This is an optimization exercise on Yosys and OpenROAD, whose aim is small area and a short achievable clock period, not a production implementation. Where RTL was checked, it was by simulation tests only, not by an equivalence proof against the original. No functional check of the RTL was part of run 1. No activity file was given, so power comes from the tool's default toggle rates.

==> flow/design.v (outline; a module is shown in full before it is edited, if it fits) <==
// module march_pix_fifo: 54 lines
// module rm_fa: 10 lines
// module rm_ha: 9 lines
// module rm_booth: 16 lines
// module rm_madd: 1388 lines
// module ray_march_step: 144 lines
module ray_march_step #(
    parameter int MAX_ITER      = 64,
    parameter int MAX_DEPTH_INT = 16,
    parameter int FIFO_DEPTH    = 4
) (
    input  logic              clk,
    input  logic              rst_n,
    input  logic              in_valid,
    input  logic [479:0]      data_in,
    output logic              loop_valid,
    output logic [479:0]      loop_out,
    output logic              pix_valid,
    output logic [15:0]       pix_addr,
    output logic              pix_hit,
    output logic [7:0]        pix_steps,
    output logic [31:0]       pix_depth,
    input  logic              pix_ready,
    output logic              fifo_overflow
);
  // ...
==> flow/flow/run.sh <==
#!/bin/bash
# The standard layout, with plain buffers on the ports in place of the
# default delay-cell buffers. make's full output goes to standard_flow.log;
# each ORFS step also keeps its own log under orfs/logs/.
set -euo pipefail
bash standard.sh 'BUFFER_PORTS_ARGS=-buffer_cell sky130_fd_sc_hd__buf_1' finish > standard_flow.log 2>&1
==> flow/standard.sh <==
#!/bin/bash
# synth_recipe.tcl (not shown) runs the flow's synth.tcl, then flattens the netlist and writes it again
# the make line also repeats each setting of config.mk as NAME=value (left out here)
make -C /OpenROAD-flow-scripts/flow DESIGN_CONFIG=/design/flow/config.mk WORK_HOME=/design/flow/orfs CLKGATE_MAP_FILE= SYNTH_SCRIPT=/design/flow/synth_recipe.tcl "${@:-finish}"
==> flow/config.mk <==
export PLATFORM = sky130hd
export DESIGN_NAME = ray_march_step
export DESIGN_NICKNAME = ray_march_step
export VERILOG_FILES = /design/flow/design.v
export SDC_FILE = /design/flow/constraint.sdc
export NUM_CORES = 4
export LEC_CHECK = 0
export CAP_MARGIN = 20
export CORE_MARGIN = 2
export CORE_UTILIZATION = 45
export CTS_CLUSTER_DIAMETER = 100
export CTS_CLUSTER_SIZE = 20
export PLACE_DENSITY = 0.6
export SETUP_SLACK_MARGIN = 5
export SLEW_MARGIN = 20
export SYNTH_HIERARCHICAL = 1
export SYNTH_MINIMUM_KEEP_SIZE = 0
==> flow/constraint.sdc <==
create_clock -name core_clock -period 8.5 [get_ports {clk}]
set_input_delay 1.7000 -clock core_clock [delete_from_list [all_inputs] [get_ports {clk}]]
set_output_delay 1.7000 -clock core_clock [all_outputs]
set_load 0.01 [all_outputs]
==> report_table.html, run 1 <==
<table>
<tr><th>Metric</th><th>Value</th></tr>
<tr><th colspan="2">Drt</th></tr>
<tr><td>Antenna Violating Nets Remaining</td><td>0</td></tr>
<tr><td>Detailed-routed wire length on met2</td><td>183,000 microns</td></tr>
<tr><td>Wirelength per Cell</td><td>33.9 microns</td></tr>
<tr><td>Detailed router's first-iteration violation count</td><td>11,183</td></tr>
<tr><th colspan="2">Final layout</th></tr>
<tr><td>Total area of multi-input combinational cells</td><td>64,900 sq um</td></tr>
<tr><td>Biggest Area Class</td><td>multi-input combinational cells</td></tr>
<tr><td>Clock buf count</td><td>157</td></tr>
<tr><td>Register with the most flip-flops</td><td>u_fifo.ring_r</td></tr>
<tr><td>Sequential cell area in the final layout</td><td>36,000 sq um</td></tr>
<tr><td>Final standard cell area without fillers</td><td>118,000 sq um</td></tr>
<tr><td>Antenna diodes</td><td>13</td></tr>
<tr><td>Post-synthesis to final-layout area growth</td><td>12.8%</td></tr>
<tr><th colspan="2">Setup path</th></tr>
<tr><td>Data required time of the critical path</td><td>9190 ps</td></tr>
<tr><td>Launch point of the critical path</td><td>u_mz.r[67]</td></tr>
<tr><th colspan="2">STA</th></tr>
<tr><td>Highest clock rate</td><td>265 MHz</td></tr>
<tr><td>Max-slew headroom at the worst pin</td><td>0.304</td></tr>
<tr><td>Final Setup Violations</td><td>0</td></tr>
<tr><th colspan="2">Logic synthesis</th></tr>
<tr><td>Most used standard cells in the synthesized netlist</td><td>xnor2_1 (1,386), a22oi_1 (1,272), fa_1 (1,222), dfxtp_1 (1,054), clkbuf_1 (675)</td></tr>
<tr><td>Post-Synthesis Cell Area</td><td>104,000 sq um</td></tr>
<tr><td>Share of cell area taken by muxes after synthesis</td><td>0.00119</td></tr>
<tr><td>Cell types occupying the most area after synthesis</td><td>fa_1 (23%), dfxtp_1 (20%), xnor2_1 (12%)</td></tr>
<tr><th colspan="2">Floorplanning</th></tr>
<tr><td>Floorplan die height</td><td>485 microns</td></tr>
<tr><td>Die footprint</td><td>235,000 sq um</td></tr>
<tr><td>Number of tap instances</td><td>3,026</td></tr>
<tr><th colspan="2">Place</th></tr>
<tr><td>Cell area after placement</td><td>108,000 sq um</td></tr>
<tr><td>IO buf count</td><td>784</td></tr>
<tr><th colspan="2">Pwr</th></tr>
<tr><td>Sequential logic power</td><td>10.7 mW</td></tr>
<tr><td>Total power consumption of the routed design</td><td>59.1 mW</td></tr>
<tr><th colspan="2">Min path</th></tr>
<tr><td>Min-Delay Path Class</td><td>reg -&gt; reg</td></tr>
<tr><th colspan="2">Run status</th></tr>
<tr><td>Status</td><td>complete, no violations</td></tr>
<tr><th colspan="2">Clock tree</th></tr>
<tr><td>Clock root cell</td><td>clkbuf_16</td></tr>
</table>
==> inputs of run 2 (changes only) <==
--- a/flow/design.v
+++ b/flow/design.v
@@ -1473,20 +1473,23 @@
     wire bs913, bc913;
     rm_fa u_bs913 (.a(r[151]), .b(r[152]), .c(r[153]), .s(bs913), .co(bc913));
     wire bs914, bc914;
     rm_fa u_bs914 (.a(r[154]), .b(bc911), .c(bs913), .s(bs914), .co(bc914));
     wire bs915, bc915;
     rm_fa u_bs915 (.a(r[155]), .b(r[156]), .c(r[157]), .s(bs915), .co(bc915));
     wire bs916, bc916;
     rm_fa u_bs916 (.a(r[158]), .b(bc913), .c(bs915), .s(bs916), .co(bc916));
-    wire [47:0] ra = {bc914, bc912, bc910, bc908, bc906, bc904, bc902, bc900, bc898, bc896, bc894, bc892, bc890, bc888, bc886, bc884, bc882, bc880, bc878, bc876, bc874, bc872, bc870, bc868, bc866, bc864, bc862, bc860, bc858, bc856, bs855, r[34], r[29], r[27], r[25], r[23], r[21], r[19], r[17], r[15], r[13], r[11], r[10], r[7], r[5], r[3], r[2], r[0]};
-    wire [47:0] rb = {bs916, bs914, bs912, bs910, bs908, bs906, bs904, bs902, bs900, bs898, bs896, bs894, bs892, bs890, bs888, bs886, bs884, bs882, bs880, bs878, bs876, bs874, bs872, bs870, bs868, bs866, bs864, bs862, bs860, bs858, bs856, bs854, r[30], r[28], r[26], r[24], r[22], r[20], r[18], r[16], r[14], r[12], r[9], r[8], r[6], r[4], 1'b0, r[1]};
-    wire [47:0] sum = ra + rb;
-    assign y = sum[47:16];
+    wire [15:0] la = {r[29], r[27], r[25], r[23], r[21], r[19], r[17], r[15], r[13], r[11], r[10], r[7], r[5], r[3], r[2], r[0]};
+    wire [15:0] lb = {r[30], r[28], r[26], r[24], r[22], r[20], r[18], r[16], r[14], r[12], r[9], r[8], r[6], r[4], 1'b0, r[1]};
+    wire [16:0] lsum = {1'b0, la} + {1'b0, lb};
+    wire [32:0] ra = {bc914, bc912, bc910, bc908, bc906, bc904, bc902, bc900, bc898, bc896, bc894, bc892, bc890, bc888, bc886, bc884, bc882, bc880, bc878, bc876, bc874, bc872, bc870, bc868, bc866, bc864, bc862, bc860, bc858, bc856, bs855, r[34], lsum[16]};
+    wire [32:0] rb = {bs916, bs914, bs912, bs910, bs908, bs906, bs904, bs902, bs900, bs898, bs896, bs894, bs892, bs890, bs888, bs886, bs884, bs882, bs880, bs878, bs876, bs874, bs872, bs870, bs868, bs866, bs864, bs862, bs860, bs858, bs856, bs854, lsum[16]};
+    wire [32:0] sum = ra + rb;
+    assign y = sum[32:1];
 endmodule
 module ray_march_step #(
     parameter int MAX_ITER      = 64,
     parameter int MAX_DEPTH_INT = 16,
     parameter int FIFO_DEPTH    = 4
 ) (
     input  logic              clk,
     input  logic              rst_n,
==> report_table.html, run 2 <==
<table>
<tr><th>Metric</th><th>Value</th></tr>
<tr><th colspan="2">Logic synthesis</th></tr>
<tr><td>Proportion of synthesized flip-flops having asynchronous set or reset</td><td>0.238 (unchanged)</td></tr>
<tr><td>Cell types occupying the most area after synthesis</td><td>fa_1 (24%), dfxtp_1 (20%), xnor2_1 (12%) (was fa_1 (23%), dfxtp_1 (20%), xnor2_1 (12%))</td></tr>
<tr><td>Number of enable-type register cells in the synthesized netlist</td><td>171 (unchanged)</td></tr>
<tr><td>Number of storage elements in the synthesis netlist</td><td>1,607 (unchanged)</td></tr>
<tr><td>Synthesis Warnings</td><td>10 (unchanged)</td></tr>
<tr><td>Cell count after synthesis</td><td>8,988 (was 9,111)</td></tr>
<tr><td>Most used standard cells in the synthesized netlist</td><td>xnor2_1 (1,371), a22oi_1 (1,272), fa_1 (1,225), dfxtp_1 (1,054), clkbuf_1 (687) (was xnor2_1 (1,386), a22oi_1 (1,272), fa_1 (1,222), dfxtp_1 (1,054), clkbuf_1 (675))</td></tr>
<tr><td>Number of library cell types mapped by synthesis</td><td>88 (was 92)</td></tr>
<tr><td>Proportion of netlist area held by the largest area contributor</td><td>0.237 (was 0.235)</td></tr>
<tr><td>Post-Syn Area per Cell</td><td>11.5 sq um (was 11.4 sq um)</td></tr>
<tr><td>Top flip-flop cell by instance count after synthesis</td><td>dfxtp_1 (unchanged)</td></tr>
<tr><td>Post-synthesis sequential area ratio</td><td>0.346 (was 0.344)</td></tr>
<tr><td>Cell type with the highest aggregate area in the netlist</td><td>fa_1 (unchanged)</td></tr>
<tr><td>Post-Synthesis Cell Area</td><td>103,000 sq um (was 104,000 sq um)</td></tr>
<tr><td>Most repeated cell in the gate-level netlist after synthesis</td><td>xnor2_1 (unchanged)</td></tr>
<tr><th colspan="2">Global routing</th></tr>
<tr><td>Overall track demand over capacity in global routing</td><td>0.338 (was 0.348)</td></tr>
<tr><td>GR peak layer</td><td>met2 (unchanged)</td></tr>
<tr><td>Met2 usage in global routing</td><td>0.516 (was 0.518)</td></tr>
<tr><td>Grt total ovfl</td><td>0 (unchanged)</td></tr>
<tr><td>Maximum number of pins on one net before global-route repair</td><td>170 (was 119)</td></tr>
<tr><td>Met3 global-route usage</td><td>0.115 (was 0.129)</td></tr>
<tr><td>First-pass GRT wire length</td><td>576,000 microns (was 594,000 microns)</td></tr>
<tr><td>Initial antenna violation count</td><td>37 (was 36)</td></tr>
<tr><td>Via count of the first global-routing pass</td><td>82,040 (was 82,900)</td></tr>
<tr><td>Met1 Track Usage GR</td><td>0.406 (was 0.438)</td></tr>
<tr><th colspan="2">Floorplanning</th></tr>
<tr><td>Die footprint</td><td>234,000 sq um (was 235,000 sq um)</td></tr>
<tr><td>Horizontal extent of the die</td><td>483 microns (was 485 microns)</td></tr>
<tr><td>Core area</td><td>229,000 sq um (was 230,000 sq um)</td></tr>
<tr><td>Boundary pin count</td><td>1,024 (unchanged)</td></tr>
<tr><td>Floorplan die height</td><td>483 microns (was 485 microns)</td></tr>
<tr><td>Row count</td><td>176 (unchanged)</td></tr>
<tr><td>Initial core utilization</td><td>0.451 (was 0.453)</td></tr>
<tr><th colspan="2">Setup path</th></tr>
<tr><td>Kind of start point of the critical path</td><td>flop (unchanged)</td></tr>
<tr><td>Data required time of the critical path</td><td>9250 ps (was 9190 ps)</td></tr>
<tr><td>Max Fanout on Critical Path</td><td>4 (was 5)</td></tr>
<tr><td>Arr. time, crit path</td><td>4520 ps (was 4460 ps)</td></tr>
<tr><td>Startpoint of the lowest-slack register-to-register path</td><td>u_mz.r[39] (was u_mz.r[67])</td></tr>
<tr><td>Number of cells on the worst reg-to-reg path</td><td>12 (unchanged)</td></tr>
<tr><td>Setup Crit Path Kind</td><td>reg -&gt; reg (unchanged)</td></tr>
<tr><td>Sort of element at the end of the critical path</td><td>flop (unchanged)</td></tr>
<tr><td>Launch point of the critical path</td><td>u_mz.r[39] (was u_mz.r[67])</td></tr>
<tr><td>Terminus of the critical flop-to-flop path</td><td>r3_pz[24] (was r3_pz[29])</td></tr>
<tr><td>Worst setup slack for register-to-register paths</td><td>4730 ps (about the same)</td></tr>
<tr><td>Critical Path Sink</td><td>r3_pz[24] (was r3_pz[29])</td></tr>
<tr><th colspan="2">Drt</th></tr>
<tr><td>Wirelength per Cell</td><td>33.2 microns (was 33.9 microns)</td></tr>
<tr><td>Via total after detailed routing</td><td>79,482 (was 80,864)</td></tr>
<tr><td>Detailed router's first-iteration violation count</td><td>11,101 (was 11,183)</td></tr>
<tr><td>Antenna Violating Nets Remaining</td><td>0 (unchanged)</td></tr>
<tr><td>Vias per inst</td><td>6.36 (was 6.42)</td></tr>
<tr><td>Final wirelength</td><td>415,000 microns (was 427,000 microns)</td></tr>
<tr><td>Pre-Repair DR Iteration Count</td><td>8 (was 11)</td></tr>
<tr><td>Drt drc</td><td>0 (unchanged)</td></tr>
<tr><th colspan="2">Place</th></tr>
<tr><td>Post-Place Setup Slack</td><td>3650 ps (was 4010 ps)</td></tr>
<tr><td>Placed wire-length estimate after detailed placement</td><td>231,000 microns (was 245,000 microns)</td></tr>
<tr><td>IO buf count</td><td>784 (unchanged)</td></tr>
<tr><td>Final Wtd Congestion</td><td>0.894 (was 0.940)</td></tr>
<tr><th colspan="2">STA</th></tr>
<tr><td>Setup repair after global routing missed its margin</td><td>yes (unchanged)</td></tr>
<tr><td>Final worst slack</td><td>4730 ps (about the same)</td></tr>
<tr><td>Worst hold slack across all endpoints</td><td>332 ps (was 329 ps)</td></tr>
<tr><td>Final Setup Violations</td><td>0 (unchanged)</td></tr>
<tr><td>Worst Max-Slew Pin Slew</td><td>1050 ps (was 1040 ps)</td></tr>
<tr><td>Period utilisation layout</td><td>0.444 (was 0.443)</td></tr>
<tr><td>Post-route clock skew</td><td>66.9 ps (was 85.9 ps)</td></tr>
<tr><td>Final max-slew violation count</td><td>0 (unchanged)</td></tr>
<tr><td>Highest clock rate</td><td>265 MHz (about the same)</td></tr>
<tr><td>Final min period</td><td>3770 ps (about the same)</td></tr>
<tr><td>Sum Neg Setup Slack</td><td>0 ps (unchanged)</td></tr>
<tr><td>Final hold viol count</td><td>0 (unchanged)</td></tr>
<tr><td>Max-slew headroom at the worst pin</td><td>0.295 (was 0.304)</td></tr>
<tr><th colspan="2">Final layout</th></tr>
<tr><td>Post-synthesis to final-layout area growth</td><td>13.5% (was 12.8%)</td></tr>
<tr><td>Filler cell count in the final layout</td><td>20,070 (was 20,262)</td></tr>
<tr><td>Most common cell after layout, fill and taps aside</td><td>xnor2_1 (unchanged)</td></tr>
<tr><td>Commonest cells after routing, fill and taps aside</td><td>xnor2_1 (1,364), a22oi_1 (1,269), fa_1 (1,213) (was xnor2_1 (1,374), a22oi_1 (1,268), fa_1 (1,202))</td></tr>
<tr><td>Register with the most flip-flops</td><td>u_fifo.ring_r (unchanged)</td></tr>
<tr><td>Post-layout nets</td><td>11,393 (was 11,503)</td></tr>
<tr><td>Max FFs per register</td><td>171 (unchanged)</td></tr>
<tr><td>Fraction of layout instances using a drive strength above 1</td><td>0.104 (was 0.0979)</td></tr>
<tr><th colspan="2">Clock tree</th></tr>
<tr><td>Worst-path clk slew</td><td>90 ps (about the same)</td></tr>
<tr><td>Cts bufs inserted</td><td>103 (unchanged)</td></tr>
<tr><td>Number of sinks handled by clock tree synthesis</td><td>1,607 (unchanged)</td></tr>
<tr><td>TritonCTS clock tree</td><td>built (unchanged)</td></tr>
<tr><td>Clock insertion delay at the later pin of the skew report</td><td>860 ps (about the same)</td></tr>
<tr><td>Clock root cell</td><td>clkbuf_16 (unchanged)</td></tr>
<tr><td>H-Tree Level Count</td><td>3 (unchanged)</td></tr>
<tr><td>Number of hold buffers added after cts</td><td>0 (unchanged)</td></tr>
<tr><td>Maximum buffer depth of the clock tree</td><td>3 (unchanged)</td></tr>
<tr><th colspan="2">Pwr</th></tr>
<tr><td>Proportion of power drawn by flip-flops and latches</td><td>0.193 (was 0.181)</td></tr>
<tr><td>Pwr per Cell Area</td><td>471 nW/um^2 (was 503 nW/um^2)</td></tr>
<tr><td>Switching part of the total</td><td>0.474 (was 0.477)</td></tr>
<tr><td>Internal Dissipation</td><td>29.1 mW (was 30.9 mW)</td></tr>
<tr><td>Leakage power of the design</td><td>45.0 nW (was 45.2 nW)</td></tr>
<tr><td>Clock network power share</td><td>0.097 (was 0.092)</td></tr>
<tr><td>Combinational cell fraction of total power</td><td>0.710 (was 0.727)</td></tr>
<tr><td>Worst IR drop on VDD</td><td>0.000586 V (was 0.000531 V)</td></tr>
<tr><td>Net Switching</td><td>26.2 mW (was 28.2 mW)</td></tr>
<tr><th colspan="2">Flow run</th></tr>
<tr><td>Maximum Capacitance Violations</td><td>0 (unchanged)</td></tr>
<tr><th colspan="2">Min path</th></tr>
<tr><td>Min-Delay Path Class</td><td>reg -&gt; reg (unchanged)</td></tr>
<tr><th colspan="2">Run status</th></tr>
<tr><td>Status</td><td>complete, no violations (unchanged)</td></tr>
</table>
run 2: changes by cell type in the layout (fill, tap and decap cells not counted), sizes merged, moves of 18 or more:
cell / previous run / this run
a21o: 59 / 26
o21bai: 44 / 14
nor2: 181 / 163
nand2: 256 / 238
nand3: 41 / 59
a21oi: 223 / 193
run 2: through the flow:
step	area (sq um)	util	cells	total power, mW
finish	117000	0.512	12488	55.4
global route	117000	0.512	12475	58.9
CTS	115000	0.502	12370	51.4
detailed placement	108000	0.469	11999	42.6
global placement	108000	0.469	11999	42.1
floorplan	104000	-	9058	32.7
run 2: cell type report:
class / count / area, sq um / share of cell area
tap: 3026 / 3790 / 0.0322
sequential: 1607 / 36000 / 0.307
clock inverter: 38 / 581 / 0.00494
antenna: 24 / 60.1 / 0.000511
multi-input combinational: 6226 / 64400 / 0.548
inverter: 179 / 672 / 0.00572
timing repair buffer: 1233 / 9080 / 0.0774
clock buffer: 155 / 2800 / 0.0239
run 2: per-layer routing:
layer,share of wire,wire [microns]
met1,0.35,147000
met3,0.13,52900
met5,0.00049,203
met2,0.44,182000
met4,0.081,33600
run 2: power by group through the flow:
stage	Sequential, mW	Clock, mW	Combinational (mW)
after detailed placement	11.0	0	31.6
after global routing	10.8	5.77	42.3
after floorplan	10.6	0	22.1
after CTS	10.7	5.51	35.2
final	10.7	5.39	39.3
after global placement	10.9	0	31.2
run 2: worst max-delay path, stage by stage, from the launching register on:
cell and delay, ps:
dfxtp_2 330, fa_1 520, fa_2 620, ha_4 240, a21oi_4 140, a21boi_1 90
o21ai_1 180, o211ai_1 210, a221o_1 450, nand2b_4 190, a221o_1 350, xor2_2 170
and2_1 150
run 2: cells by family (layout without fill, tap and decap cells):
| kind of cell | after synthesis | count (layout) | share of synthesized area |
|---|---|---|---|
| multiplexers | 15 | 15 | 0.00149 |
| flip-flops | 1607 | 1607 | 0.346 |
| other | 1 | 95 | 0.0000362 |
| buffers and inverters | 1226 | 1605 | 0.0519 |
| XOR/XNOR | 1467 | 1467 | 0.124 |
| adder cells (fa/ha/maj) | 1559 | 1559 | 0.277 |
| AND/OR/NAND/NOR | 1056 | 1056 | 0.0538 |
| AO/OA/AOI/OAI | 2057 | 2058 | 0.145 |
run 2: Yosys stat by module, one instance, submodules excluded:
module | cells inside | cell area (sq um)
march_pix_fifo | 616 | 9110
rm_ha | 1 | 12.5
ray_march_step | 1989 | 26600
rm_booth | 74 | 522
rm_madd | 1659 | 13800
rm_fa | 1 | 20.0
run 2: worst min-delay path by stage:
| stage | cells past startpoint | to | start |
|---|---|---|---|
| 2_1_floorplan | 0 | r2_addr[0] | r1_addr[0] |
| 3_3_place_gp | 0 | r2_addr[10] | r1_addr[10] |
| 3_5_place_dp | 0 | r2_addr[0] | r1_addr[0] |
| 4_1_cts | 0 | r2_addr[3] | r1_addr[3] |
| 5_1_grt | 0 | r2_addr[3] | r1_addr[3] |
| 6_report | 0 | r2_addr[7] | r1_addr[7] |
run 2: what timing repair did:
action	CTS	global route
setup buffers	155	79
pin swaps	79	123
cloned	23	15
endpoints found under the setup margin	421	103
gates resized for setup	342	286

==> separate check: timing with driven ports <==
How much do the figures lean on ideal ports? The routed layouts below were timed once more, with nothing changed but the port constraints.
Step 1 sets driving cells, clkbuf_16 on the clock port and buf_2 on the other inputs (assumed; they add their load-dependent delay and slew).
Step 2 moves the port delays by t, midway between the first and last clock arrival at a register: inputs arrive t later, outputs are due t later. That takes back most of the time a late clock gives input paths.
Three values: ideal, step 1, step 2; two values: the first two.
run | shift t [ns] | slack for setup (ns) | latest minus earliest clock arrival (ns)
run 1 | 0.919 | 4.734 / 4.734 / 4.668 | 0.089 / 0.088
run 2 | 0.917 | 4.726 / 4.726 / 4.247 | 0.080 / 0.080
After both steps setup and hold are still met in every run listed. For run 2, which loses most, drivers alone change the setup slack by 0.000 ns; drivers and shift together by -0.479 ns.
